Context: an optimization exercise on an open-source flow, tuned for a short achievable clock period and few clock cycles per item. The choices shown serve that exercise and are no tape-out recipe. Where RTL was checked, it was by simulation tests only, not by an equivalence proof against the original. For runs 3 and 4, only the layout was checked, not whether the RTL still works. Power is estimated from default activity; no workload was simulated.

==> design/flow/design.v <==
`default_nettype none
package backend_pkg;
    typedef enum logic [6:0] {
        LUI    = 7'b0110111,
        AUIPC  = 7'b0010111,
        OP_IMM = 7'b0010011,
        OP     = 7'b0110011,
        BRANCH = 7'b1100011,
        JAL    = 7'b1101111,
        JALR   = 7'b1100111,
        LOAD   = 7'b0000011,
        STORE  = 7'b0100011
    } opcode_e;
    typedef enum logic [3:0] {
        IDLE,
        ISSUE,
        EXECUTE,
        MEM_ACCESS,
        MEM_WAIT,
        WRITEBACK
    } backend_state_e;
    typedef struct packed {
        logic [64-1:0]      pc;
        opcode_e                  opcode;
        logic [5-1:0] rd;
        logic [5-1:0] rs1;
        logic [5-1:0] rs2;
        logic [2:0]               funct3;
        logic [6:0]               funct7;
        logic [64-1:0]      imm;
    } decoded_instr_t;
    typedef struct packed {
        logic [64-1:0]      result;
        logic [5-1:0] rd;
        logic                     reg_we;
        logic                     mem_re;
        logic                     mem_we;
        logic [2:0]               mem_size;
        logic [64-1:0]      mem_addr;
        logic [64-1:0]      store_data;
        logic                     branch_taken;
        logic [64-1:0]      branch_target;
    } exec_result_t;
    typedef struct packed {
        logic                stall;
        logic                redirect;
        logic [64-1:0] redirect_pc;
    } backend_ctrl_t;
    typedef struct packed {
        logic [32-1:0] addr;
        logic [64-1:0]   wdata;
        logic [8-1:0] wstrb;
        logic                  we;
    } dmem_req_t;
    typedef struct packed {
        logic [64-1:0] data;
        logic                error;
    } dmem_resp_t;
endpackage
`default_nettype wire
`timescale 1ns/1ps
`default_nettype none
module backend_core (
    input  logic                     clk,
    input  logic                     rst_n,
    input  logic                     frontend_valid,
    input  logic [64-1:0]      fe_pc,
    input  logic [6:0]               fe_opcode,
    input  logic [5-1:0] fe_rd,
    input  logic [5-1:0] fe_rs1,
    input  logic [5-1:0] fe_rs2,
    input  logic [2:0]               fe_funct3,
    input  logic [6:0]               fe_funct7,
    input  logic [64-1:0]      fe_imm,
    output logic                     stall,
    output logic                     redirect,
    output logic [64-1:0]      redirect_pc,
    output logic                     dmem_req_valid,
    output logic [32-1:0]    dmem_addr,
    output logic [64-1:0]      dmem_wdata,
    output logic [8-1:0]    dmem_wstrb,
    output logic                     dmem_we,
    input  logic                     dmem_ready,
    input  logic                     dmem_resp_valid,
    input  logic [64-1:0]      dmem_resp_data,
    input  logic                     dmem_resp_error,
    output logic                     instr_retired,
    output logic                     mem_fault
);
    logic [63:0] regs [1:31];
    logic [31:1] nz;             
    logic        busy;           
    logic        rp;             
    logic        ex_go;          
    logic        ret_q;          
    logic        redir_q;        
    logic        st_mreq;        
    logic        st_mwait;       
    logic [63:0] op_a_q, op_b_q, imm_q, pre_q;
    logic [31:0] tgt_lo, tgt_h0, tgt_h1;
    logic        tgt_c;
    logic        fwd_a_q, fwd_b_q;
    logic        k_wr;           
    logic        k_auipc;
    logic        k_alu;          
    logic        k_br, k_jalr, k_mem, k_st;
    logic [4:0]  k_rd;
    logic [2:0]  k_f3;
    logic        k_sub, k_arith;
    logic [15:3] addr_lo;
    logic [15:0] addr_h0, addr_h1;
    logic        addr_c;
    logic [63:0] wdata_q;        
    logic [7:0]  wstrb_q;
    logic [2:0]  off_q;
    logic [3:0]  lane_q;         
    logic [31:0] r_lo, r_hi0, r_hi1;
    logic        r_c, r_add;
    logic [63:0] r_oth, ld_q;        
    logic        wb_v, wb_ld;
    logic [4:0]  wb_rd;
    logic [31:1] wb_en;          
    function automatic logic br_taken(input logic [2:0] f3, input logic eq,
                                      input logic lt, input logic ltu);
        case (f3)
            3'b000:  br_taken = eq;
            3'b001:  br_taken = ~eq;
            3'b100:  br_taken = lt;
            3'b101:  br_taken = ~lt;
            3'b110:  br_taken = ltu;
            3'b111:  br_taken = ~ltu;
            default: br_taken = 1'b0;
        endcase
    endfunction
    function automatic logic [7:0] strobe(input logic [1:0] sz, input logic [2:0] o);
        case (sz)
            2'b00:   strobe = 8'h01 << o;
            2'b01:   strobe = 8'h03 << o;
            2'b10:   strobe = 8'h0f << o;
            default: strobe = 8'hff;
        endcase
    endfunction
    function automatic logic [15:0] inc_add16(input logic [15:0] x, input logic [15:0] y);
        logic [16:0] t;
        t = {x, 1'b1} + {y, 1'b1};
        inc_add16 = t[16:1];
    endfunction
    function automatic logic [31:0] inc_add32(input logic [31:0] x, input logic [31:0] y);
        logic [32:0] t;
        t = {x, 1'b1} + {y, 1'b1};
        inc_add32 = t[32:1];
    endfunction
    logic [63:0] resp_sh, ld_res;
    assign resp_sh = ld_q >> {off_q, 3'b000};
    always_comb begin
        case (k_f3)
            3'b000:  ld_res = {{56{resp_sh[7]}}, resp_sh[7:0]};
            3'b001:  ld_res = {{48{resp_sh[15]}}, resp_sh[15:0]};
            3'b010:  ld_res = {{32{resp_sh[31]}}, resp_sh[31:0]};
            3'b100:  ld_res = {56'b0, resp_sh[7:0]};
            3'b101:  ld_res = {48'b0, resp_sh[15:0]};
            3'b110:  ld_res = {32'b0, resp_sh[31:0]};
            default: ld_res = resp_sh;
        endcase
    end
    logic [63:0] wb_val;
    assign wb_val = wb_ld ? ld_res : r_add ? {r_c ? r_hi1 : r_hi0, r_lo} : r_oth;
    logic wb_nz;
    assign wb_nz = wb_ld ? (ld_res != 64'd0) :
                   r_add ? ((r_lo != 32'd0) | (r_c ? (r_hi1 != 32'd0) : (r_hi0 != 32'd0))) :
                   (r_oth != 64'd0);
    logic op_lui, op_auipc, op_imm, op_op, op_br, op_jal, op_jalr, op_ld, op_st;
    assign op_lui   = (fe_opcode == 7'b0110111);
    assign op_auipc = (fe_opcode == 7'b0010111);
    assign op_imm   = (fe_opcode == 7'b0010011);
    assign op_op    = (fe_opcode == 7'b0110011);
    assign op_br    = (fe_opcode == 7'b1100011);
    assign op_jal   = (fe_opcode == 7'b1101111);
    assign op_jalr  = (fe_opcode == 7'b1100111);
    assign op_ld    = (fe_opcode == 7'b0000011);
    assign op_st    = (fe_opcode == 7'b0100011);
    logic d_long;
    assign d_long = fe_opcode[6] | ~fe_opcode[4];
    logic acc;
    assign acc = frontend_valid & ~busy;
    logic uses_a, uses_b, b_is_imm, d_wr;
    assign uses_a   = op_op | op_imm | op_br | op_jalr | op_ld | op_st;
    assign uses_b   = op_op | op_br | op_st;
    assign b_is_imm = op_imm | op_jalr;
    assign d_wr     = (op_op | op_imm | op_lui | op_auipc | op_jal | op_jalr) & (fe_rd != 5'd0);
    logic wb_a;
    assign wb_a = wb_v && (wb_rd == fe_rs1);
    logic [63:0] regs_nx [1:31];
    logic [31:1] nz_nx;
    always_comb begin
        for (int i = 1; i < 32; i++) begin
            regs_nx[i] = wb_en[i] ? wb_val : regs[i];
            nz_nx[i]   = wb_en[i] ? wb_nz : nz[i];
        end
    end
    logic [31:0] sel_a, sel_b;
    always_comb begin
        for (int i = 0; i < 32; i++) begin
            sel_a[i] = (fe_rs1 == i);
            sel_b[i] = (fe_rs2 == i);
        end
    end
    logic [63:0] rd_a, rd_b;
    always_comb begin
        rd_a = 64'd0;
        rd_b = 64'd0;
        for (int i = 1; i < 32; i++) begin
            rd_a = rd_a | ({64{sel_a[i]}} & regs_nx[i]);
            rd_b = rd_b | ({64{sel_b[i]}} & regs_nx[i]);
        end
    end
    logic hz_a, hz_b, hz;
    assign hz_a = ex_go && k_wr && (k_rd == fe_rs1) && uses_a;
    assign hz_b = ex_go && k_wr && (k_rd == fe_rs2) && uses_b;
    assign hz   = hz_a | hz_b;
    logic [15:0] ea_lo;
    logic [15:0] ea_h0, ea_h1;
    logic        ea_c;
    always_comb begin
        logic [16:0] lo;
        logic [15:0] h0, h1;
        ea_lo = sel_a[0] ? fe_imm[15:0] : 16'd0;
        ea_c  = 1'b0;
        ea_h0 = sel_a[0] ? fe_imm[31:16] : 16'd0;
        ea_h1 = sel_a[0] ? fe_imm[31:16] : 16'd0;
        for (int i = 1; i < 32; i++) begin
            lo = {1'b0, regs[i][15:0]} + {1'b0, fe_imm[15:0]};
            h0 = regs[i][31:16] + fe_imm[31:16];
            h1 = inc_add16(regs[i][31:16], fe_imm[31:16]);
            ea_lo = ea_lo | ({16{sel_a[i]}} & lo[15:0]);
            ea_c  = ea_c  | (sel_a[i] & lo[16]);
            ea_h0 = ea_h0 | ({16{sel_a[i]}} & h0);
            ea_h1 = ea_h1 | ({16{sel_a[i]}} & h1);
        end
    end
    logic nz_a, nz_b, sg_a, sg_b;
    always_comb begin
        nz_a = 1'b0;
        nz_b = 1'b0;
        sg_a = 1'b0;
        sg_b = 1'b0;
        for (int i = 1; i < 32; i++) begin
            nz_a = nz_a | (sel_a[i] & nz_nx[i]);
            nz_b = nz_b | (sel_b[i] & nz_nx[i]);
            sg_a = sg_a | (sel_a[i] & regs_nx[i][63]);
            sg_b = sg_b | (sel_b[i] & regs_nx[i][63]);
        end
    end
    logic same, z_a, z_b, f_eq, f_lt, f_ltu, d_fast, d_taken;
    assign same = (fe_rs1 == fe_rs2);
    assign z_a  = (fe_rs1 == 5'd0);
    assign z_b  = (fe_rs2 == 5'd0);
    always_comb begin
        f_eq  = 1'b1;
        f_lt  = 1'b0;
        f_ltu = 1'b0;
        if (same) begin
            f_eq  = 1'b1;
            f_lt  = 1'b0;
            f_ltu = 1'b0;
        end else if (z_b) begin
            f_eq  = ~nz_a;
            f_lt  = sg_a;
            f_ltu = 1'b0;
        end else if (z_a) begin
            f_eq  = ~nz_b;
            f_lt  = ~sg_b & nz_b;
            f_ltu = nz_b;
        end
    end
    assign d_fast  = same | z_a | z_b | (fe_funct3[2:1] == 2'b01);
    assign d_taken = br_taken(fe_funct3, f_eq, f_lt, f_ltu);
    logic [63:0] a, b, b_eff;
    assign a     = op_a_q;
    assign b     = op_b_q;
    assign b_eff = k_sub ? ~b : b;
    logic [32:0] x_lo;
    logic [31:0] x_hi0, x_hi1;
    logic [33:0] x_lo_c;
    assign x_lo_c = {1'b0, a[31:0], k_sub} + {1'b0, b_eff[31:0], k_sub};
    assign x_lo   = x_lo_c[33:1];
    assign x_hi0  = a[63:32] + b_eff[63:32];
    assign x_hi1  = inc_add32(a[63:32], b_eff[63:32]);
    logic [63:0] x_oth;
    always_comb begin
        case (k_f3)
            3'b001: x_oth = a << b[5:0];
            3'b010: x_oth = {63'b0, $signed(a) < $signed(b)};
            3'b011: x_oth = {63'b0, a < b};
            3'b100: x_oth = a ^ b;
            3'b101: x_oth = k_arith ? $unsigned($signed(a) >>> b[5:0]) : a >> b[5:0];
            3'b110: x_oth = a | b;
            default: x_oth = a & b;
        endcase
        if (k_auipc)
            x_oth = {tgt_c ? tgt_h1 : tgt_h0, tgt_lo};
        else if (!k_alu)
            x_oth = pre_q;
    end
    logic        x_taken;
    logic [31:0] x_ea;
    logic [32:0] j_lo;
    logic [31:0] j_h0, j_h1;
    assign x_taken  = br_taken(k_f3, a == b, $signed(a) < $signed(b), a < b);
    assign x_ea     = a[31:0] + imm_q[31:0];
    assign j_lo     = {1'b0, a[31:0]} + {1'b0, b[31:0]};
    assign j_h0     = a[63:32] + b[63:32];
    assign j_h1     = inc_add32(a[63:32], b[63:32]);
    logic [32:0] d_tlo;
    assign d_tlo = {1'b0, fe_pc[31:0]} + {1'b0, fe_imm[31:0]};
    assign dmem_req_valid = st_mreq;
    assign dmem_addr      = {addr_c ? addr_h1 : addr_h0, addr_lo, 3'b000};
    assign dmem_we        = k_st;
    always_comb begin
        dmem_wdata = 64'd0;
        for (int k = 0; k < 4; k++)
            dmem_wdata = dmem_wdata | ({64{lane_q[k]}} & (wdata_q << (8 * k)));
    end
    assign dmem_wstrb     = wstrb_q;
    logic resp_ok, resp_load;
    assign resp_ok   = st_mwait & dmem_resp_valid & ~dmem_resp_error;
    assign resp_load = resp_ok & ~k_st & (k_rd != 5'd0);
    assign stall         = busy;
    assign instr_retired = (acc & ~d_long) | ret_q | resp_ok;
    assign mem_fault     = st_mwait & dmem_resp_valid & dmem_resp_error;
    assign redirect      = redir_q;
    assign redirect_pc   = {tgt_c ? tgt_h1 : tgt_h0, tgt_lo};
    always_ff @(posedge clk or negedge rst_n) begin
        if (!rst_n) begin
            busy     <= 1'b0;
            rp       <= 1'b0;
            ex_go    <= 1'b0;
            ret_q    <= 1'b0;
            redir_q  <= 1'b0;
            st_mreq  <= 1'b0;
            st_mwait <= 1'b0;
        end else begin
            ret_q   <= 1'b0;
            redir_q <= 1'b0;
            rp      <= 1'b0;
            ex_go   <= 1'b0;
            if (acc) begin
                busy    <= d_long | hz;
                rp      <= hz;
                ex_go   <= ~hz & (d_wr | (op_br & ~d_fast) | op_jalr | ((op_ld | op_st) & wb_a));
                ret_q   <= (op_br & ~hz & d_fast) | op_jal |
                           (d_long & ~(op_br | op_jal | op_jalr | op_ld | op_st));
                redir_q <= (op_br & ~hz & d_fast & d_taken) | op_jal;
                st_mreq <= (op_ld | op_st) & ~hz & ~wb_a;
            end else begin
                if (rp) begin
                    ex_go <= 1'b1;
                    if (!(k_br || k_jalr || k_mem))
                        busy <= 1'b0;
                end
                if (ex_go && k_br) begin
                    ret_q   <= 1'b1;
                    redir_q <= x_taken;
                end
                if (ex_go && k_jalr) begin
                    ret_q   <= 1'b1;
                    redir_q <= 1'b1;
                end
                if (ex_go && k_mem)
                    st_mreq <= 1'b1;
                if (st_mreq && dmem_ready) begin
                    st_mreq  <= 1'b0;
                    st_mwait <= 1'b1;
                end
                if (ret_q || (st_mwait && dmem_resp_valid)) begin
                    st_mwait <= 1'b0;
                    busy     <= 1'b0;
                end
            end
        end
    end
    always_ff @(posedge clk or negedge rst_n) begin
        if (!rst_n) begin
            op_a_q  <= '0;
            op_b_q  <= '0;
            imm_q   <= '0;
            pre_q   <= '0;
            fwd_a_q <= 1'b0;
            fwd_b_q <= 1'b0;
            k_wr    <= 1'b0;
            k_auipc <= 1'b0;
            k_alu   <= 1'b0;
            k_br    <= 1'b0;
            k_jalr  <= 1'b0;
            k_mem   <= 1'b0;
            k_st    <= 1'b0;
            k_rd    <= '0;
            k_f3    <= '0;
            k_sub   <= 1'b0;
            k_arith <= 1'b0;
        end else if (acc) begin
            op_a_q  <= rd_a;
            op_b_q  <= b_is_imm ? fe_imm : rd_b;
            imm_q   <= fe_imm;
            pre_q   <= op_lui ? fe_imm : fe_pc + 64'd4;
            fwd_a_q <= hz_a;
            fwd_b_q <= hz_b & ~b_is_imm;
            k_wr    <= d_wr;
            k_auipc <= op_auipc;
            k_alu   <= op_op | op_imm;
            k_br    <= op_br;
            k_jalr  <= op_jalr;
            k_mem   <= op_ld | op_st;
            k_st    <= op_st;
            k_rd    <= fe_rd;
            k_f3    <= fe_funct3;
            k_sub   <= op_op & fe_funct7[5];
            k_arith <= fe_funct7[5];
        end else if (rp) begin
            if (fwd_a_q) op_a_q <= wb_val;
            if (fwd_b_q) op_b_q <= wb_val;
        end
    end
    always_ff @(posedge clk or negedge rst_n) begin
        if (!rst_n) begin
            tgt_lo <= '0;
            tgt_c  <= 1'b0;
            tgt_h0 <= '0;
            tgt_h1 <= '0;
        end else if (acc) begin
            tgt_lo <= d_tlo[31:0];
            tgt_c  <= d_tlo[32];
            tgt_h0 <= fe_pc[63:32] + fe_imm[63:32];
            tgt_h1 <= inc_add32(fe_pc[63:32], fe_imm[63:32]);
        end else if (ex_go && k_jalr) begin
            tgt_lo <= {j_lo[31:1], 1'b0};
            tgt_c  <= j_lo[32];
            tgt_h0 <= j_h0;
            tgt_h1 <= j_h1;
        end
    end
    always_ff @(posedge clk or negedge rst_n) begin
        if (!rst_n) begin
            addr_lo <= '0;
            addr_c  <= 1'b0;
            addr_h0 <= '0;
            addr_h1 <= '0;
            wdata_q <= '0;
            wstrb_q <= '0;
            off_q   <= '0;
            lane_q  <= '0;
        end else if (acc) begin
            addr_lo <= ea_lo[15:3];
            addr_c  <= ea_c;
            addr_h0 <= ea_h0;
            addr_h1 <= ea_h1;
            wdata_q <= ea_lo[2] ? {rd_b[31:0], 32'd0} : rd_b;
            wstrb_q <= strobe(fe_funct3[1:0], ea_lo[2:0]);
            off_q   <= ea_lo[2:0];
            lane_q  <= 4'd1 << ea_lo[1:0];
        end else if (ex_go && k_mem) begin
            addr_lo <= x_ea[15:3];
            addr_c  <= 1'b0;
            addr_h0 <= x_ea[31:16];
            wdata_q <= x_ea[2] ? {b[31:0], 32'd0} : b;
            wstrb_q <= strobe(k_f3[1:0], x_ea[2:0]);
            off_q   <= x_ea[2:0];
            lane_q  <= 4'd1 << x_ea[1:0];
        end
    end
    always_ff @(posedge clk or negedge rst_n) begin
        if (!rst_n) begin
            r_lo  <= '0;
            r_hi0 <= '0;
            r_hi1 <= '0;
            r_c   <= 1'b0;
            r_add <= 1'b0;
            r_oth <= '0;
            ld_q  <= '0;
            wb_v  <= 1'b0;
            wb_ld <= 1'b0;
            wb_rd <= '0;
            wb_en <= '0;
        end else begin
            r_lo  <= x_lo[31:0];
            r_hi0 <= x_hi0;
            r_hi1 <= x_hi1;
            r_c   <= x_lo[32];
            r_add <= k_alu & (k_f3 == 3'b000);
            r_oth <= x_oth;
            ld_q  <= dmem_resp_data;
            wb_v  <= (ex_go & k_wr) | resp_load;
            wb_ld <= resp_load;
            wb_rd <= k_rd;
            for (int i = 1; i < 32; i++)
                wb_en[i] <= ((ex_go & k_wr) | resp_load) && (k_rd == i);
        end
    end
    always_ff @(posedge clk or negedge rst_n) begin
        if (!rst_n) begin
            for (int i = 1; i < 32; i++) begin
                regs[i] <= '0;
            end
            nz <= '0;
        end else begin
            for (int i = 1; i < 32; i++) begin
                regs[i] <= regs_nx[i];
                nz[i]   <= nz_nx[i];
            end
        end
    end
endmodule
`default_nettype wire
==> design/flow/flow/run.sh <==
#!/bin/bash
# The standard layout (standard.sh), with one change: Yosys's ABC maps the
# logic with a delay-oriented script (flow/abc_speed.script) in place of
# ORFS's default one. The scripts folder is a copy of ORFS's with only that
# file replaced; sizing may change a cell's footprint (MATCH_CELL_FOOTPRINT=0)
# and the port buffers are plain buffers (buf_4) rather than the delay cells
# buffer_ports may pick.
# Synthesis, floorplan, power grid, placement, CTS and routing
# are otherwise ORFS's own.
set -euo pipefail
W=$PWD
rm -rf "$W/scripts"
cp -r "$FLOW_HOME/scripts" "$W/scripts"
cp "$W/flow/abc_speed.script" "$W/scripts/abc_speed.script"
bash "$W/standard.sh" SCRIPTS_DIR="$W/scripts" MATCH_CELL_FOOTPRINT=0 \
    BUFFER_PORTS_ARGS="-buffer_cell sky130_fd_sc_hd__buf_4" finish > "$W/standard_make.log" 2>&1
==> design/flow/flow/abc_speed.script <==
strash
dch
map -p
topo
buffer -c
stime -c
upsize -c
dnsize -c
==> design/flow/standard.sh <==
#!/bin/bash
# synth_recipe.tcl (not shown) runs the flow's synth.tcl, then flattens the netlist and writes it again
# the make line also repeats each setting of config.mk as NAME=value (left out here)
make -C /OpenROAD-flow-scripts/flow DESIGN_CONFIG=/design/flow/config.mk WORK_HOME=/design/flow/orfs CLKGATE_MAP_FILE= SYNTH_SCRIPT=/design/flow/synth_recipe.tcl "${@:-finish}"
==> design/flow/config.mk <==
export PLATFORM = sky130hd
export DESIGN_NAME = backend_core
export DESIGN_NICKNAME = backend_core
export VERILOG_FILES = /design/flow/design.v
export SDC_FILE = /design/flow/constraint.sdc
export NUM_CORES = 8
export LEC_CHECK = 0
export CAP_MARGIN = 20
export CORE_MARGIN = 2
export CORE_UTILIZATION = 40
export GPL_ROUTABILITY_DRIVEN = 1
export PLACE_DENSITY = 0.5
export SETUP_SLACK_MARGIN = 2.5
export SLEW_MARGIN = 20
==> design/flow/constraint.sdc <==
create_clock -name core_clock -period 6.0 [get_ports {clk}]
set_input_delay 1.2000 -clock core_clock [delete_from_list [all_inputs] [get_ports {clk}]]
set_output_delay 1.2000 -clock core_clock [all_outputs]
set_load 0.01 [all_outputs]
==> summary.md, run 1 <==
| Metric | Value |
|---|---|
| Status | `aborted with a tool error` |
| Failed at | `global routing` |
| Error | `[ERROR GRT-0232] Routing congestion too high. Check the congestion heatmap in the GUI.` |
| I/O Buffers | `394` |
| Cell Rows | `284` |
| Cell count after synthesis | `26400` |
| Clock sinks | `2751` |
| GRT Util Overall | `63.9%` |
| HPWL Detailed | `1500 mm` |
| DP Worst Slack | `-0.453 ns` |
| Avg Cell Area, Syn | `about 9.1 um^2` |
| Ys async rst share | `100%` |
| Total I/O pin count | `about 400` |
| Distinct cells, synth | `109` |
| Synth Register Bits | `2751` |
| GRT Residual Overflow | `3` |
| Post-synthesis sequential area ratio | `around 29%` |
| DIE WIDTH | `779 um` |
| Max H-tree Level | `5` |
| TritonCTS Buffers | `337` |
| Initial Util | `40.1%` |
| Synthesized area | `~240000 um^2` |
| Synth warnings | `3` |
| Main synth FF type | `dfrtp_1` |
| Largest net degree at the start of global routing | `159` |
| Clock Tree Buf Depth | `4` |
| Root Buffer | `clkbuf_16` |
| Post-Place Cells | `34900` |
| Post-placement cell area | `266000 um^2` |
| Die Y | `779 um` |
| Post-synth EDFFs | `0` |
| Placer's final routability congestion estimate | `1.24` |
-- cell families after synthesis --
| family | Yosys count | synth area share (%) |
|---|---|---|
| AO/OA/AOI/OAI | 10500 | 33.7 |
| XOR/XNOR | 411 | 1.50 |
| adder cells (fa/ha/maj) | 1458 | 7.91 |
| buffers and inverters | 3862 | 6.19 |
| flip-flops | 2751 | 28.7 |
| multiplexers | 2071 | 9.64 |
| other | 1 | 0.00156 |
| AND/OR/NAND/NOR | 5319 | 12.4 |
-- metal layers --
metal	GRT overflow	GRT usage (%)
met3	2	38.8
met5	0	15.3
met1	0	62.9
met4	0	73.4
met2	1	84.9
-- power groups by stage --
stage	sequential, mW	clock (mW)	combinational (mW)
4_1_cts	32.5	22.5	86.3
3_5_place_dp	32.9	0	83.9
3_3_place_gp	32.6	0	83.6
2_1_floorplan	28.0	0	45.1
-- how the worst max path moves through the flow --
stage / to / slack (ns)
after floorplan: addr_h1[12] / 1.41
after global placement: redir_q / -0.57
after detailed placement: redir_q / -0.45
after CTS: addr_lo[12] / 1.17
-- synth_stat cells (102+ instances only) --
library cell / n / area (um^2)
nand2_1: 776 / 2910
a311oi_1: 103 / 902
a22o_1: 927 / 8120
a31oi_1: 343 / 2150
a221oi_1: 288 / 2520
mux2_2: 1948 / 21900
nor3_1: 361 / 1810
mux2i_1: 123 / 1230
nor4_1: 279 / 1750
nor2b_1: 139 / 870
nor2_1: 698 / 2620
o2111a_1: 211 / 2380
a211oi_1: 133 / 998
a21boi_0: 350 / 2630
fa_1: 102 / 2040
nand2b_1: 223 / 1400
a21bo_2: 132 / 1320
o31a_1: 392 / 3430
a2bb2oi_1: 106 / 928
a31o_2: 184 / 1610
xor2_1: 326 / 2860
nand3b_1: 310 / 2330
o221ai_1: 110 / 963
o2bb2ai_1: 120 / 1050
and3_1: 284 / 1780
nand3_1: 325 / 1630
o2111ai_1: 113 / 990
a2111oi_0: 313 / 2740
o211ai_1: 305 / 2290
dfrtp_1: 2751 / 68800
buf_1: 122 / 458
a221o_1: 318 / 3180
a21o_1: 894 / 6710
o211a_1: 142 / 1420
clkbuf_1: 1484 / 5570
o21a_1: 796 / 5980
o21ba_2: 117 / 1170
inv_1: 2028 / 7610
ha_1: 1356 / 17000
a21oi_1: 1579 / 7900
o21bai_1: 703 / 5280
and2_1: 929 / 5810
o21ai_0: 530 / 2650
nand4_1: 564 / 3530
a22oi_1: 254 / 1910
-- timing repair --
action | in CTS
gates cloned | 18
pin swaps | 97
hold buffers | 0
setup buffers | 133
setup endpoints to repair | 1098
resized for setup | 374
-- through the flow --
| stage | hold WS, ns | util (%) | total power [mW] |
|---|---|---|---|
| 4_1_cts | 0.113 | 47.0 | 141 |
| 3_5_place_dp | 0.463 | 44.5 | 117 |
| 3_3_place_gp | 0.452 | 44.5 | 116 |
| 2_1_floorplan | 0.352 | - | 73.1 |
Testbench counts, summed over its fixed seeds: cycles 32,485, instrs 16,000.
==> inputs of run 2 (changes only) <==
--- a/design/flow/config.mk
+++ b/design/flow/config.mk
@@ -7,8 +7,7 @@
 export LEC_CHECK = 0
 export CAP_MARGIN = 20
 export CORE_MARGIN = 2
-export CORE_UTILIZATION = 40
-export GPL_ROUTABILITY_DRIVEN = 1
-export PLACE_DENSITY = 0.5
+export CORE_UTILIZATION = 30
+export PLACE_DENSITY = 0.4
 export SETUP_SLACK_MARGIN = 2.5
 export SLEW_MARGIN = 20
==> summary.md, run 2 <==
| Metric | Value |
|---|---|
| Status | `complete, but fails checks` |
| SO Viols | `capacitance limit, slew limit` |
| Cell Chain, Critical Path | `nor4_1, buf_4, nand4_1, nor4b_2, buf_4, nand2_1, a21oi_2, inv_1, nand2_4, buf_12, clkbuf_16, nand2_1, o211ai_1, nand4_1, nor2_4, nand4_4, a31oi_1, o211ai_1, o21bai_4, buf_12, a21oi_1` |
| Worst path slowest cell | `nor4_1` |
| Hold Path Cell Cnt | `1` |
| Cell Rows | `328 (+15%)` |
| Setup violators final | `0` |
| Top cell type's share of synthesized area | `28.7% (unchanged)` |
| Synth Register Bits | `2751 (unchanged)` |
| Critical path depth | `21` |
| DIE WIDTH | `899 um (+15%)` |
| CP endpoint kind | `flop` |
| Top reg by flops | `regs` |
| Placer's final routability congestion estimate | `1.12 (-9.4%)` |
| Clock share of power | `between 10 and 15%` |
| Sw Share | `54.3%` |
| Final ANT Viol Nets | `0` |
| Synth area leaders | `dfrtp_1 29%, mux2_2 9.1%, ha_1 7.1%, a22o_1 3.4%, a21oi_1 3.3%` |
| Number of global-route vias before repair | `246000` |
| Avg Cell Area, Syn | `9.10 um^2 (unchanged)` |
| Top cells by count, synth | `2751 x dfrtp_1, 2028 x inv_1, 1948 x mux2_2, 1579 x a21oi_1, 1484 x clkbuf_1` |
| Post-synthesis sequential area ratio | `28.7% (unchanged)` |
| Pre-antenna DRT Iters | `7` |
| Routed vias/inst | `~7.0` |
| Via count | `approximately 280k` |
| Cell count after synthesis | `26400 (unchanged)` |
| Clock Latency Late Sink | `1.22 ns` |
| Max H-tree Level | `5 (unchanged)` |
| Global-route wire length before repair | `2640 mm` |
| Largest net degree at the start of global routing | `between 100 and 150` |
| R2R depth | `21` |
| Setup Skew | `0.126 ns` |
| Final WS setup | `0.689 ns` |
| WL final | `2180 mm` |
| Root Buffer | `clkbuf_16` |
| I/O Buffers | `394 (unchanged)` |
| Endpoints failing hold | `0` |
| Layout Area Growth over Synthesis | `34.0%` |
| GRT Util Overall | `between 40% and 50%` |
| Reg clk slew, reported paths | `around 0.06 ns` |
| Post-synth EDFFs | `0 (unchanged)` |
| PwrDens | `about 530 nW/um^2` |
| Initial DRC count | `41800` |
| Layout Nets | `30500` |
| VDD IR max | `0.000565 V` |
| Leak | `141 nW` |
| Die Area | `808000 um^2` |
| GRT Residual Overflow | `0` |
| Synthesized area | `240000 um^2 (unchanged)` |
| Most frequent cells in the layout | `2727 x buf_4, 2568 x dfrtp_1, 1847 x inv_1, 1717 x mux2_2, 1358 x a21oi_1` |
| Combinational Power Share | `66.6%` |
| HP Class | `in2reg` |
| Total Power | `about 170 mW` |
| Ys async rst share | `100% (unchanged)` |
| Worst slew margin | `-63.4%` |
| TritonCTS Buffers | `362 (+7.4%)` |
| CORE AREA | `~800000 um^2` |
| Critical Path Start Type | `flop` |
| HPWL Detailed | `1620 mm (+7.7%)` |
| CP max stage delay | `around 0.82 ns` |
| Kind of critical path | `reg2reg` |
| Fin. max-slew vios | `7` |
| Total I/O pin count | `404 (unchanged)` |
| Main synth FF type | `dfrtp_1` |
| Clock Tree Buf Depth | `4 (unchanged)` |
| CP Buf/Inv Count | `6` |
| Die Y | `899 um (+15%)` |
| DP Worst Slack | `-0.390 ns (+0.0628 ns)` |
| Clock sinks | `2751 (unchanged)` |
| Initial Util | `30.1% (-10 points)` |
| Measured slew at the worst slew-check pin | `roughly 2.5 ns` |
| Power Internal | `just under 80 mW` |
| Fin cells | `40300` |
| Leading area contributor after synthesis | `dfrtp_1` |
| Crit path DAT | `6.31 ns` |
| Synth warnings | `3 (unchanged)` |
| Drt wl/cell | `54.0 um` |
| RSZ-0062 raised after global routing | `yes` |
| Commonest non-fill, non-tap cell in the layout | `buf_4` |
| Top-count cell post-synth | `dfrtp_1` |
| Tcrit/Tclk final | `between 80% and 90%` |
| Min Tclk post-route | `5.31 ns` |
| Fmax | `about 0.19 GHz` |
| DR DRC count | `0` |
| Max reg flops | `1984` |
| Clock tree from TritonCTS | `built` |
| Distinct cells, synth | `109 (unchanged)` |
| Seq pwr share | `19.4%` |
| Share of cells above drive strength 1 | `34.1%` |
| Initial antenna violation count | `408` |
| Max_cap viols | `2` |
| Critical Path RT | `approximately 7.0 ns` |
| Critical path peak fanout | `5` |
| Cell family with most CP delay | `simple AND/OR/NAND/NOR gates` |
| Post-Place Cells | `37700 (+8.1%)` |
| P_sw | `93.3 mW` |
[run 2: per-stage QoR]
stage	cell area (um^2)	hold WS, ns	TNS [ns]	util (%)
after floorplan	243000	0.352	0	-
after global placement	272000	0.454	-2.58	34.1
after detailed placement	272000	0.466	-0.643	34.1
after CTS	289000	0.134	0	36.2
after global routing	321000	0.167	0	40.3
final	322000	0.160	0	40.4
[run 2: final timing paths]
check | from | end | slack, ns
min reg2reg | pre_q[11] | pre_q[11] | 0.48
max reg2reg | r_lo[12] | redir_q | 0.69
min in group asynchronous | rst_n | ld_q[25] | 0.61
max | r_lo[12] | redir_q | 0.69
max in group asynchronous | rst_n | regs[23][13] | 3.30
min | dmem_resp_data[19] | ld_q[19] | 0.16
[run 2: cell families (layout without fill, tap and decap cells)]
family                   after synthesis  count (layout)  synth area share, %
AND/OR/NAND/NOR                     5319            5329                 12.4
other                                  1             589              0.00156
buffers and inverters               3862            6605                 6.19
flip-flops                          2751            2751                 28.7
XOR/XNOR                             411             411                 1.50
multiplexers                        2071            2071                 9.64
adder cells (fa/ha/maj)             1458            1458                 7.91
AO/OA/AOI/OAI                      10500           10500                 33.7
[run 2: repair_timing]
| item | CTS | global route |
|---|---|---|
| hold buffers | 1 | 0 |
| endpoints found under the hold margin | 8 | 0 |
| resized for setup | 456 | 4373 |
| setup endpoints to repair | 1144 | 746 |
| buffers inserted | 138 | 1051 |
| gates cloned | 31 | 122 |
| pin swaps | 109 | 905 |
[run 2: power groups by stage]
| stage | logic (mW) | clock network (mW) | registers [mW] |
|---|---|---|---|
| 2_1_floorplan | 45.1 | 0 | 28.0 |
| 3_3_place_gp | 84.9 | 0 | 32.9 |
| 3_5_place_dp | 85.0 | 0 | 33.0 |
| 4_1_cts | 88.4 | 23.9 | 32.6 |
| 5_1_grt | 114 | 24.7 | 33.1 |
| 6_report | 114 | 24.1 | 33.3 |
[run 2: layout make-up]
type                       count  area (um^2)
antenna                      586         1470
timing repair inverter        16          150
sequential                  2751        69100
fill                       79800       476000
timing repair buffer        3798        39300
inverter                    2134         8660
tap                        10600        13200
multi-input combinational  19800       178000
clock inverter               148         2030
clock buffer                 509        10400
[run 2: per-layer routing]
layer | GRT usage (%) | share of wire (%)
met5 | 0.376 | 0.12
met2 | 69.4 | 40
met3 | 18.6 | 12
met4 | 53.8 | 14
met1 | 54.4 | 34
==> inputs of run 3 (changes only) <==
--- a/design/flow/design.v
+++ b/design/flow/design.v
@@ -113,13 +113,12 @@
     logic [63:0] wdata_q;        
     logic [7:0]  wstrb_q;
     logic [2:0]  off_q;
-    logic [3:0]  lane_q;         
+    logic [7:0]  lane_q;         
     logic [31:0] r_lo, r_hi0, r_hi1;
     logic        r_c, r_add;
-    logic [63:0] r_oth, ld_q;        
+    logic [63:0] r_oth, ld_q;
     logic        wb_v, wb_ld;
     logic [4:0]  wb_rd;
-    logic [31:1] wb_en;          
     function automatic logic br_taken(input logic [2:0] f3, input logic eq,
                                       input logic lt, input logic ltu);
         case (f3)
@@ -150,25 +149,13 @@
         t = {x, 1'b1} + {y, 1'b1};
         inc_add32 = t[32:1];
     endfunction
-    logic [63:0] resp_sh, ld_res;
-    assign resp_sh = ld_q >> {off_q, 3'b000};
-    always_comb begin
-        case (k_f3)
-            3'b000:  ld_res = {{56{resp_sh[7]}}, resp_sh[7:0]};
-            3'b001:  ld_res = {{48{resp_sh[15]}}, resp_sh[15:0]};
-            3'b010:  ld_res = {{32{resp_sh[31]}}, resp_sh[31:0]};
-            3'b100:  ld_res = {56'b0, resp_sh[7:0]};
-            3'b101:  ld_res = {48'b0, resp_sh[15:0]};
-            3'b110:  ld_res = {32'b0, resp_sh[31:0]};
-            default: ld_res = resp_sh;
-        endcase
-    end
     logic [63:0] wb_val;
-    assign wb_val = wb_ld ? ld_res : r_add ? {r_c ? r_hi1 : r_hi0, r_lo} : r_oth;
-    logic wb_nz;
-    assign wb_nz = wb_ld ? (ld_res != 64'd0) :
+    assign wb_val = wb_ld ? ld_q : r_add ? {r_c ? r_hi1 : r_hi0, r_lo} : r_oth;
+    logic wb_nz, wb_sg;
+    assign wb_nz = wb_ld ? (ld_q != 64'd0) :
                    r_add ? ((r_lo != 32'd0) | (r_c ? (r_hi1 != 32'd0) : (r_hi0 != 32'd0))) :
                    (r_oth != 64'd0);
+    assign wb_sg = wb_ld ? ld_q[63] : r_add ? (r_c ? r_hi1[31] : r_hi0[31]) : r_oth[63];
     logic op_lui, op_auipc, op_imm, op_op, op_br, op_jal, op_jalr, op_ld, op_st;
     assign op_lui   = (fe_opcode == 7'b0110111);
     assign op_auipc = (fe_opcode == 7'b0010111);
@@ -188,30 +175,23 @@
     assign uses_b   = op_op | op_br | op_st;
     assign b_is_imm = op_imm | op_jalr;
     assign d_wr     = (op_op | op_imm | op_lui | op_auipc | op_jal | op_jalr) & (fe_rd != 5'd0);
-    logic wb_a;
+    logic wb_a, wb_b;
     assign wb_a = wb_v && (wb_rd == fe_rs1);
-    logic [63:0] regs_nx [1:31];
-    logic [31:1] nz_nx;
-    always_comb begin
-        for (int i = 1; i < 32; i++) begin
-            regs_nx[i] = wb_en[i] ? wb_val : regs[i];
-            nz_nx[i]   = wb_en[i] ? wb_nz : nz[i];
-        end
-    end
+    assign wb_b = wb_v && (wb_rd == fe_rs2);
     logic [31:0] sel_a, sel_b;
     always_comb begin
         for (int i = 0; i < 32; i++) begin
-            sel_a[i] = (fe_rs1 == i);
-            sel_b[i] = (fe_rs2 == i);
+            sel_a[i] = (fe_rs1 == i) && !wb_a;
+            sel_b[i] = (fe_rs2 == i) && !wb_b;
         end
     end
     logic [63:0] rd_a, rd_b;
     always_comb begin
-        rd_a = 64'd0;
-        rd_b = 64'd0;
+        rd_a = wb_a ? wb_val : 64'd0;
+        rd_b = wb_b ? wb_val : 64'd0;
         for (int i = 1; i < 32; i++) begin
-            rd_a = rd_a | ({64{sel_a[i]}} & regs_nx[i]);
-            rd_b = rd_b | ({64{sel_b[i]}} & regs_nx[i]);
+            rd_a = rd_a | ({64{sel_a[i]}} & regs[i]);
+            rd_b = rd_b | ({64{sel_b[i]}} & regs[i]);
         end
     end
     logic hz_a, hz_b, hz;
@@ -240,15 +220,15 @@
     end
     logic nz_a, nz_b, sg_a, sg_b;
     always_comb begin
-        nz_a = 1'b0;
-        nz_b = 1'b0;
-        sg_a = 1'b0;
-        sg_b = 1'b0;
+        nz_a = wb_a & wb_nz;
+        nz_b = wb_b & wb_nz;
+        sg_a = wb_a & wb_sg;
+        sg_b = wb_b & wb_sg;
         for (int i = 1; i < 32; i++) begin
-            nz_a = nz_a | (sel_a[i] & nz_nx[i]);
-            nz_b = nz_b | (sel_b[i] & nz_nx[i]);
-            sg_a = sg_a | (sel_a[i] & regs_nx[i][63]);
-            sg_b = sg_b | (sel_b[i] & regs_nx[i][63]);
+            nz_a = nz_a | (sel_a[i] & nz[i]);
+            nz_b = nz_b | (sel_b[i] & nz[i]);
+            sg_a = sg_a | (sel_a[i] & regs[i][63]);
+            sg_b = sg_b | (sel_b[i] & regs[i][63]);
         end
     end
     logic same, z_a, z_b, f_eq, f_lt, f_ltu, d_fast, d_taken;
@@ -304,13 +284,10 @@
     end
     logic        x_taken;
     logic [31:0] x_ea;
-    logic [32:0] j_lo;
-    logic [31:0] j_h0, j_h1;
+    logic [63:0] jalr_tgt;
     assign x_taken  = br_taken(k_f3, a == b, $signed(a) < $signed(b), a < b);
     assign x_ea     = a[31:0] + imm_q[31:0];
-    assign j_lo     = {1'b0, a[31:0]} + {1'b0, b[31:0]};
-    assign j_h0     = a[63:32] + b[63:32];
-    assign j_h1     = inc_add32(a[63:32], b[63:32]);
+    assign jalr_tgt = {x_lo[32] ? x_hi1 : x_hi0, x_lo[31:1], 1'b0};
     logic [32:0] d_tlo;
     assign d_tlo = {1'b0, fe_pc[31:0]} + {1'b0, fe_imm[31:0]};
     assign dmem_req_valid = st_mreq;
@@ -318,10 +295,23 @@
     assign dmem_we        = k_st;
     always_comb begin
         dmem_wdata = 64'd0;
-        for (int k = 0; k < 4; k++)
+        for (int k = 0; k < 8; k++)
             dmem_wdata = dmem_wdata | ({64{lane_q[k]}} & (wdata_q << (8 * k)));
     end
     assign dmem_wstrb     = wstrb_q;
+    logic [63:0] resp_sh, ld_res;
+    assign resp_sh = dmem_resp_data >> {off_q, 3'b000};
+    always_comb begin
+        case (k_f3)
+            3'b000:  ld_res = {{56{resp_sh[7]}}, resp_sh[7:0]};
+            3'b001:  ld_res = {{48{resp_sh[15]}}, resp_sh[15:0]};
+            3'b010:  ld_res = {{32{resp_sh[31]}}, resp_sh[31:0]};
+            3'b100:  ld_res = {56'b0, resp_sh[7:0]};
+            3'b101:  ld_res = {48'b0, resp_sh[15:0]};
+            3'b110:  ld_res = {32'b0, resp_sh[31:0]};
+            default: ld_res = resp_sh;
+        endcase
+    end
     logic resp_ok, resp_load;
     assign resp_ok   = st_mwait & dmem_resp_valid & ~dmem_resp_error;
     assign resp_load = resp_ok & ~k_st & (k_rd != 5'd0);
@@ -433,10 +423,9 @@
             tgt_h0 <= fe_pc[63:32] + fe_imm[63:32];
             tgt_h1 <= inc_add32(fe_pc[63:32], fe_imm[63:32]);
         end else if (ex_go && k_jalr) begin
-            tgt_lo <= {j_lo[31:1], 1'b0};
-            tgt_c  <= j_lo[32];
-            tgt_h0 <= j_h0;
-            tgt_h1 <= j_h1;
+            tgt_lo <= jalr_tgt[31:0];
+            tgt_c  <= 1'b0;
+            tgt_h0 <= jalr_tgt[63:32];
         end
     end
     always_ff @(posedge clk or negedge rst_n) begin
@@ -454,18 +443,18 @@
             addr_c  <= ea_c;
             addr_h0 <= ea_h0;
             addr_h1 <= ea_h1;
-            wdata_q <= ea_lo[2] ? {rd_b[31:0], 32'd0} : rd_b;
+            wdata_q <= rd_b;
             wstrb_q <= strobe(fe_funct3[1:0], ea_lo[2:0]);
             off_q   <= ea_lo[2:0];
-            lane_q  <= 4'd1 << ea_lo[1:0];
+            lane_q  <= 8'd1 << ea_lo[2:0];
         end else if (ex_go && k_mem) begin
             addr_lo <= x_ea[15:3];
             addr_c  <= 1'b0;
             addr_h0 <= x_ea[31:16];
-            wdata_q <= x_ea[2] ? {b[31:0], 32'd0} : b;
+            wdata_q <= b;
             wstrb_q <= strobe(k_f3[1:0], x_ea[2:0]);
             off_q   <= x_ea[2:0];
-            lane_q  <= 4'd1 << x_ea[1:0];
+            lane_q  <= 8'd1 << x_ea[2:0];
         end
     end
     always_ff @(posedge clk or negedge rst_n) begin
@@ -480,7 +469,6 @@
             wb_v  <= 1'b0;
             wb_ld <= 1'b0;
             wb_rd <= '0;
-            wb_en <= '0;
         end else begin
             r_lo  <= x_lo[31:0];
             r_hi0 <= x_hi0;
@@ -488,12 +476,10 @@
             r_c   <= x_lo[32];
             r_add <= k_alu & (k_f3 == 3'b000);
             r_oth <= x_oth;
-            ld_q  <= dmem_resp_data;
+            ld_q  <= ld_res;
             wb_v  <= (ex_go & k_wr) | resp_load;
             wb_ld <= resp_load;
             wb_rd <= k_rd;
-            for (int i = 1; i < 32; i++)
-                wb_en[i] <= ((ex_go & k_wr) | resp_load) && (k_rd == i);
         end
     end
     always_ff @(posedge clk or negedge rst_n) begin
@@ -502,11 +488,9 @@
                 regs[i] <= '0;
             end
             nz <= '0;
-        end else begin
-            for (int i = 1; i < 32; i++) begin
-                regs[i] <= regs_nx[i];
-                nz[i]   <= nz_nx[i];
-            end
+        end else if (wb_v) begin
+            regs[wb_rd] <= wb_val;
+            nz[wb_rd]   <= wb_nz;
         end
     end
 endmodule
==> design/flow/flow/run.sh (replaced) <==
#!/bin/bash
# The standard layout (standard.sh), with one change: Yosys's ABC maps the
# logic with a delay-oriented script (flow/abc_speed.script) in place of
# ORFS's default one. The scripts folder is a copy of ORFS's with only that
# file replaced, and sizing may change a cell's footprint (MATCH_CELL_FOOTPRINT=0).
# Synthesis, floorplan, power grid, placement, CTS and routing
# are otherwise ORFS's own.
set -euo pipefail
W=$PWD
rm -rf "$W/scripts"
cp -r "$FLOW_HOME/scripts" "$W/scripts"
cp "$W/flow/abc_speed.script" "$W/scripts/abc_speed.script"
bash "$W/standard.sh" SCRIPTS_DIR="$W/scripts" MATCH_CELL_FOOTPRINT=0 finish > "$W/standard_make.log" 2>&1
--- a/design/flow/config.mk
+++ b/design/flow/config.mk
@@ -7,7 +7,7 @@
 export LEC_CHECK = 0
 export CAP_MARGIN = 20
 export CORE_MARGIN = 2
-export CORE_UTILIZATION = 30
-export PLACE_DENSITY = 0.4
+export CORE_UTILIZATION = 70
+export PLACE_DENSITY = 0.8
 export SETUP_SLACK_MARGIN = 2.5
 export SLEW_MARGIN = 20
==> summary.md, run 3 <==
| Metric | Value |
|---|---|
| Synthesized area | `246000 um^2 (+2.4%)` |
| Post-Synth Simple-Gate Area | `14.6% (+2.2 points)` |
| HPWL Detailed | `1150 mm (-29%)` |
| Status | `aborted with a tool error` |
| Post-synthesis xor/xnor area fraction | `2.96% (+1.5 points)` |
| Cell count after synthesis | `27200 (+3.1%)` |
| Die Y | `597 um (-34%)` |
| Post-synthesis sequential area ratio | `27.7% (-0.94 points)` |
| Leading area contributor after synthesis | `dfrtp_1` |
| Error | `[ERROR GRT-0116] Global routing finished with congestion. Check the congestion regions in the DRC Viewer.` |
| Total I/O pin count | `404 (unchanged)` |
| Main synth FF type | `dfrtp_1` |
| Top cells by count, synth | `2724 x dfrtp_1, 2056 x mux2_2, 1852 x inv_1, 1443 x clkbuf_1, 1386 x a21oi_1` |
| Largest net degree at the start of global routing | `172` |
| Root Buffer | `clkbuf_16` |
| GRT Residual Overflow | `19100` |
| Failed at | `global routing` |
| Max H-tree Level | `5 (unchanged)` |
| Global-route wire length before repair | `around 2600 mm` |
| Largest family of logic cells by synthesized area | `compound AO/OA/AOI/OAI gates` |
| GRT Util Overall | `99.4%` |
| Compound-Gate Fraction of Synth Area | `30.6% (-3.1 points)` |
| Synth area leaders | `dfrtp_1 28%, mux2_2 9.4%, ha_1 6.9%, o211a_1 4.0%, inv_1 2.8%` |
| Distinct cells, synth | `95 (-13%)` |
| Synth Register Bits | `2724 (-0.98%)` |
| TritonCTS Buffers | `314 (-13%)` |
| Synth Area in Adders | `7.75% (-0.16 points)` |
| Post-synth EDFFs | `0 (unchanged)` |
| DIE WIDTH | `597 um (-34%)` |
| Clock Tree Buf Depth | `4 (unchanged)` |
| Synth warnings | `2 (-1)` |
| Placer's final routability congestion estimate | `1.56 (+39%)` |
| Avg Cell Area, Syn | `9.04 um^2 (-0.71%)` |
| I/O Buffers | `394 (unchanged)` |
| Ys async rst share | `100% (unchanged)` |
| Initial Util | `70.4% (+40 points)` |
| Top cell type's share of synthesized area | `27.7% (-0.94 points)` |
| Top-count cell post-synth | `dfrtp_1` |
| Post-CTS Hold Buffers | `0 (-1)` |
| Number of global-route vias before repair | `around 320k` |
| Post-synthesis mux area share | `10.3% (+0.62 points)` |
| Clock sinks | `2724 (-0.98%)` |
| Cell Rows | `217 (-34%)` |
run 3: metal layers:
metal  overflow  GRT usage, %
met1       2755          96.8
met2       9453           109
met3       2571          93.8
met4       3991          98.4
met5        301          85.4
run 3: worst min-delay path by stage:
stage,cells past startpoint,startpoint,slack (ns),to
CTS,1,rst_n,0.18,regs[1][14]
detailed placement,1,tgt_h0[1],0.46,tgt_h0[1]
global placement,0,k_rd[1],0.43,wb_rd[1]
floorplan,0,k_rd[1],0.39,wb_rd[1]
run 3: metrics by stage:
step / std cells / area [um^2] / setup slack, ns / total power [mW] / util, %
2_1_floorplan: 27200 / 247000 / 1.84 / 49.8 / -
3_3_place_gp: 31500 / 261000 / -0.321 / 68.5 / 74.6
3_5_place_dp: 31500 / 261000 / -0.265 / 69.3 / 74.6
4_1_cts: 33000 / 293000 / 1.96 / 95.0 / 83.8
run 3: power by group through the flow:
stage	Sequential (mW)	Combinational [mW]	Clock, mW
4_1_cts	25.2	48.6	21.2
2_1_floorplan	23.1	26.7	0
3_5_place_dp	25.5	43.8	0
3_3_place_gp	25.4	43.1	0
run 3: timing repair:
item                        CTS
pin swaps                   549
buffers inserted            731
gates cloned                115
resized for setup          3001
setup endpoints to repair   976
run 3: kinds of logic after synthesis:
kind of cell,Yosys count
simple gates,6422
fa+ha+maj,1465
buf+inv,3900
xor+xnor,825
compound gates,9604
flops,2724
mux,2266
other cells,1
==> inputs of run 4 (changes only) <==
--- a/design/flow/design.v
+++ b/design/flow/design.v
@@ -181,19 +181,21 @@
     logic [31:0] sel_a, sel_b;
     always_comb begin
         for (int i = 0; i < 32; i++) begin
-            sel_a[i] = (fe_rs1 == i) && !wb_a;
-            sel_b[i] = (fe_rs2 == i) && !wb_b;
+            sel_a[i] = (fe_rs1 == i);
+            sel_b[i] = (fe_rs2 == i);
         end
     end
-    logic [63:0] rd_a, rd_b;
+    logic [63:0] rf_a, rf_b, rd_a, rd_b;
     always_comb begin
-        rd_a = wb_a ? wb_val : 64'd0;
-        rd_b = wb_b ? wb_val : 64'd0;
+        rf_a = 64'd0;
+        rf_b = 64'd0;
         for (int i = 1; i < 32; i++) begin
-            rd_a = rd_a | ({64{sel_a[i]}} & regs[i]);
-            rd_b = rd_b | ({64{sel_b[i]}} & regs[i]);
+            rf_a = rf_a | ({64{sel_a[i]}} & regs[i]);
+            rf_b = rf_b | ({64{sel_b[i]}} & regs[i]);
         end
     end
+    assign rd_a = wb_a ? wb_val : rf_a;
+    assign rd_b = wb_b ? wb_val : rf_b;
     logic hz_a, hz_b, hz;
     assign hz_a = ex_go && k_wr && (k_rd == fe_rs1) && uses_a;
     assign hz_b = ex_go && k_wr && (k_rd == fe_rs2) && uses_b;
@@ -219,18 +221,23 @@
         end
     end
     logic nz_a, nz_b, sg_a, sg_b;
+    logic rz_a, rz_b, rs_a, rs_b;
     always_comb begin
-        nz_a = wb_a & wb_nz;
-        nz_b = wb_b & wb_nz;
-        sg_a = wb_a & wb_sg;
-        sg_b = wb_b & wb_sg;
+        rz_a = 1'b0;
+        rz_b = 1'b0;
+        rs_a = 1'b0;
+        rs_b = 1'b0;
         for (int i = 1; i < 32; i++) begin
-            nz_a = nz_a | (sel_a[i] & nz[i]);
-            nz_b = nz_b | (sel_b[i] & nz[i]);
-            sg_a = sg_a | (sel_a[i] & regs[i][63]);
-            sg_b = sg_b | (sel_b[i] & regs[i][63]);
+            rz_a = rz_a | (sel_a[i] & nz[i]);
+            rz_b = rz_b | (sel_b[i] & nz[i]);
+            rs_a = rs_a | (sel_a[i] & regs[i][63]);
+            rs_b = rs_b | (sel_b[i] & regs[i][63]);
         end
     end
+    assign nz_a = wb_a ? wb_nz : rz_a;
+    assign nz_b = wb_b ? wb_nz : rz_b;
+    assign sg_a = wb_a ? wb_sg : rs_a;
+    assign sg_b = wb_b ? wb_sg : rs_b;
     logic same, z_a, z_b, f_eq, f_lt, f_ltu, d_fast, d_taken;
     assign same = (fe_rs1 == fe_rs2);
     assign z_a  = (fe_rs1 == 5'd0);
@@ -284,10 +291,13 @@
     end
     logic        x_taken;
     logic [31:0] x_ea;
-    logic [63:0] jalr_tgt;
+    logic [32:0] j_lo;
+    logic [31:0] j_h0, j_h1;
     assign x_taken  = br_taken(k_f3, a == b, $signed(a) < $signed(b), a < b);
     assign x_ea     = a[31:0] + imm_q[31:0];
-    assign jalr_tgt = {x_lo[32] ? x_hi1 : x_hi0, x_lo[31:1], 1'b0};
+    assign j_lo     = {1'b0, a[31:0]} + {1'b0, b[31:0]};
+    assign j_h0     = a[63:32] + b[63:32];
+    assign j_h1     = inc_add32(a[63:32], b[63:32]);
     logic [32:0] d_tlo;
     assign d_tlo = {1'b0, fe_pc[31:0]} + {1'b0, fe_imm[31:0]};
     assign dmem_req_valid = st_mreq;
@@ -423,9 +433,10 @@
             tgt_h0 <= fe_pc[63:32] + fe_imm[63:32];
             tgt_h1 <= inc_add32(fe_pc[63:32], fe_imm[63:32]);
         end else if (ex_go && k_jalr) begin
-            tgt_lo <= jalr_tgt[31:0];
-            tgt_c  <= 1'b0;
-            tgt_h0 <= jalr_tgt[63:32];
+            tgt_lo <= {j_lo[31:1], 1'b0};
+            tgt_c  <= j_lo[32];
+            tgt_h0 <= j_h0;
+            tgt_h1 <= j_h1;
         end
     end
     always_ff @(posedge clk or negedge rst_n) begin
--- a/design/flow/config.mk
+++ b/design/flow/config.mk
@@ -7,7 +7,7 @@
 export LEC_CHECK = 0
 export CAP_MARGIN = 20
 export CORE_MARGIN = 2
-export CORE_UTILIZATION = 70
-export PLACE_DENSITY = 0.8
+export CORE_UTILIZATION = 50
+export PLACE_DENSITY = 0.6
 export SETUP_SLACK_MARGIN = 2.5
 export SLEW_MARGIN = 20
==> summary.md, run 4 <==
| Metric | Value |
|---|---|
| Status | `aborted with a tool error` |
| Failed at | `global routing` |
| Error | `[ERROR GRT-0116] Global routing finished with congestion. Check the congestion regions in the DRC Viewer.` |
| Largest net degree at the start of global routing | `around 190` |
| Total I/O pin count | `404 (unchanged)` |
| Initial Util | `50.2% (-20 points)` |
| Synth Register Bits | `2724 (unchanged)` |
| Cell count after synthesis | `27000 (-0.84%)` |
| HPWL Detailed | `1370 mm (+19%)` |
| Top-count cell post-synth | `dfrtp_1` |
| TritonCTS Buffers | `314 (unchanged)` |
| I/O Buffers | `394 (unchanged)` |
| DIE WIDTH | `700 um (+17%)` |
| GRT Util Overall | `79.3%` |
| Post-placement cell area | `262000 um^2 (+0.53%)` |
| GRT Residual Overflow | `1061` |
| Avg Cell Area, Syn | `8.99 um^2 (-0.58%)` |
| Root Buffer | `clkbuf_16` |
| Synthesized area | `242000 um^2 (-1.4%)` |
| Global-route wire length before repair | `~2700 mm` |
| Post-synth EDFFs | `0 (unchanged)` |
| Die Y | `700 um (+17%)` |
| Post-Place Cells | `33600 (+6.5%)` |
| Top cells by count, synth | `2724 x dfrtp_1, 2148 x mux2_2, 1780 x inv_1, 1667 x a21oi_1, 1367 x ha_1` |
| Distinct cells, synth | `102 (+7.4%)` |
| Cell Rows | `255 (+18%)` |
| Clock sinks | `2724 (unchanged)` |
| Number of global-route vias before repair | `294000` |
| Top cell type's share of synthesized area | `28.1% (+0.40 points)` |
| Ys async rst share | `100% (unchanged)` |
| Max H-tree Level | `5 (unchanged)` |
| Synth area leaders | `dfrtp_1 28%, mux2_2 10%, ha_1 7.1%, a21oi_1 3.4%, a22o_1 2.9%` |
| DP Worst Slack | `-0.203 ns (+0.0615 ns)` |
| Post-synthesis sequential area ratio | `28.1% (+0.40 points)` |
| Main synth FF type | `dfrtp_1` |
| Leading area contributor after synthesis | `dfrtp_1` |
| Clock Tree Buf Depth | `4 (unchanged)` |
| Placer's final routability congestion estimate | `1.28 (-18%)` |
| Synth warnings | `2 (unchanged)` |
run 4: cell types whose count changed after synthesis, moves of 241 or more:
cell | before | now
o211a_1 | 976 | 203
o21ai_0 | 631 | 962
a21oi_1 | 1386 | 1667
xor2_1 | 659 | 332
nor3b_1 | 132 | 481
nand3_1 | 1058 | 393
a22o_1 | 258 | 795
and3_1 | 875 | 245
clkbuf_1 | 1443 | 1202
run 4: worst min-delay path by stage:
stage / to / depth (start not counted)
2_1_floorplan: wb_rd[4] / 0
3_3_place_gp: tgt_h1[0] / 1
3_5_place_dp: tgt_h1[12] / 1
4_1_cts: wdata_q[15] / 1
run 4: kinds of logic after synthesis:
kind of cell	synth area share, %
AO/OA/AOI/OAI	30.8
AND/OR/NAND/NOR	15.1
buffers and inverters	5.82
flip-flops	28.1
multiplexers	10.7
adder cells (fa/ha/maj)	7.90
XOR/XNOR	1.56
other	0.00155
run 4: layer usage:
layer,overflow,GRT usage [%]
met1,199,81.4
met2,375,90.1
met3,157,69.3
met5,27,50.6
met4,303,73.2
run 4: what timing repair did:
item | CTS
setup buffers | 349
pin swaps | 260
setup endpoints to repair | 649
hold buffers | 0
gates resized for setup | 2136
cloned | 30
run 4: power groups by stage:
stage	Combinational (mW)	Clock, mW	Sequential [mW]
4_1_cts	83.6	20.7	41.2
3_5_place_dp	78.4	0	41.1
3_3_place_gp	77.6	0	40.6
2_1_floorplan	47.7	0	31.2
run 4: through the flow:
| stage | utilization (%) | TNS [ns] |
|---|---|---|
| 2_1_floorplan | - | 0 |
| 3_3_place_gp | 54.3 | -0.229 |
| 3_5_place_dp | 54.3 | -0.203 |
| 4_1_cts | 58.9 | 0 |

==> re-timing with driven ports <==
The results above use ideal ports. As a check the final layout listed here was re-extracted and re-timed, cells and wires unchanged.
Step 1 (the two cells are an assumption about what drives the block):
set clk [get_ports {clk}]
set_driving_cell -lib_cell sky130_fd_sc_hd__clkbuf_16 $clk
set_driving_cell -lib_cell sky130_fd_sc_hd__buf_2 [delete_from_list [all_inputs] $clk]
Step 2 moves the port delays by t, midway between the first and last clock arrival at a register: inputs arrive t later, outputs are due t later. That takes back most of the time a late clock gives input paths.
Slacks: ideal / step 1 / step 2; pairs: ideal / step 1.
run: run 2
t (ns): 1.313
setup WS [ns]: 0.689 / 0.689 / -0.280
clock arrival spread, ns: 0.145 / 0.145
pins driven straight from the clock port: 1
The setup slack of run 2 moves by 0.000 ns with the drivers and by -0.969 ns with both steps.
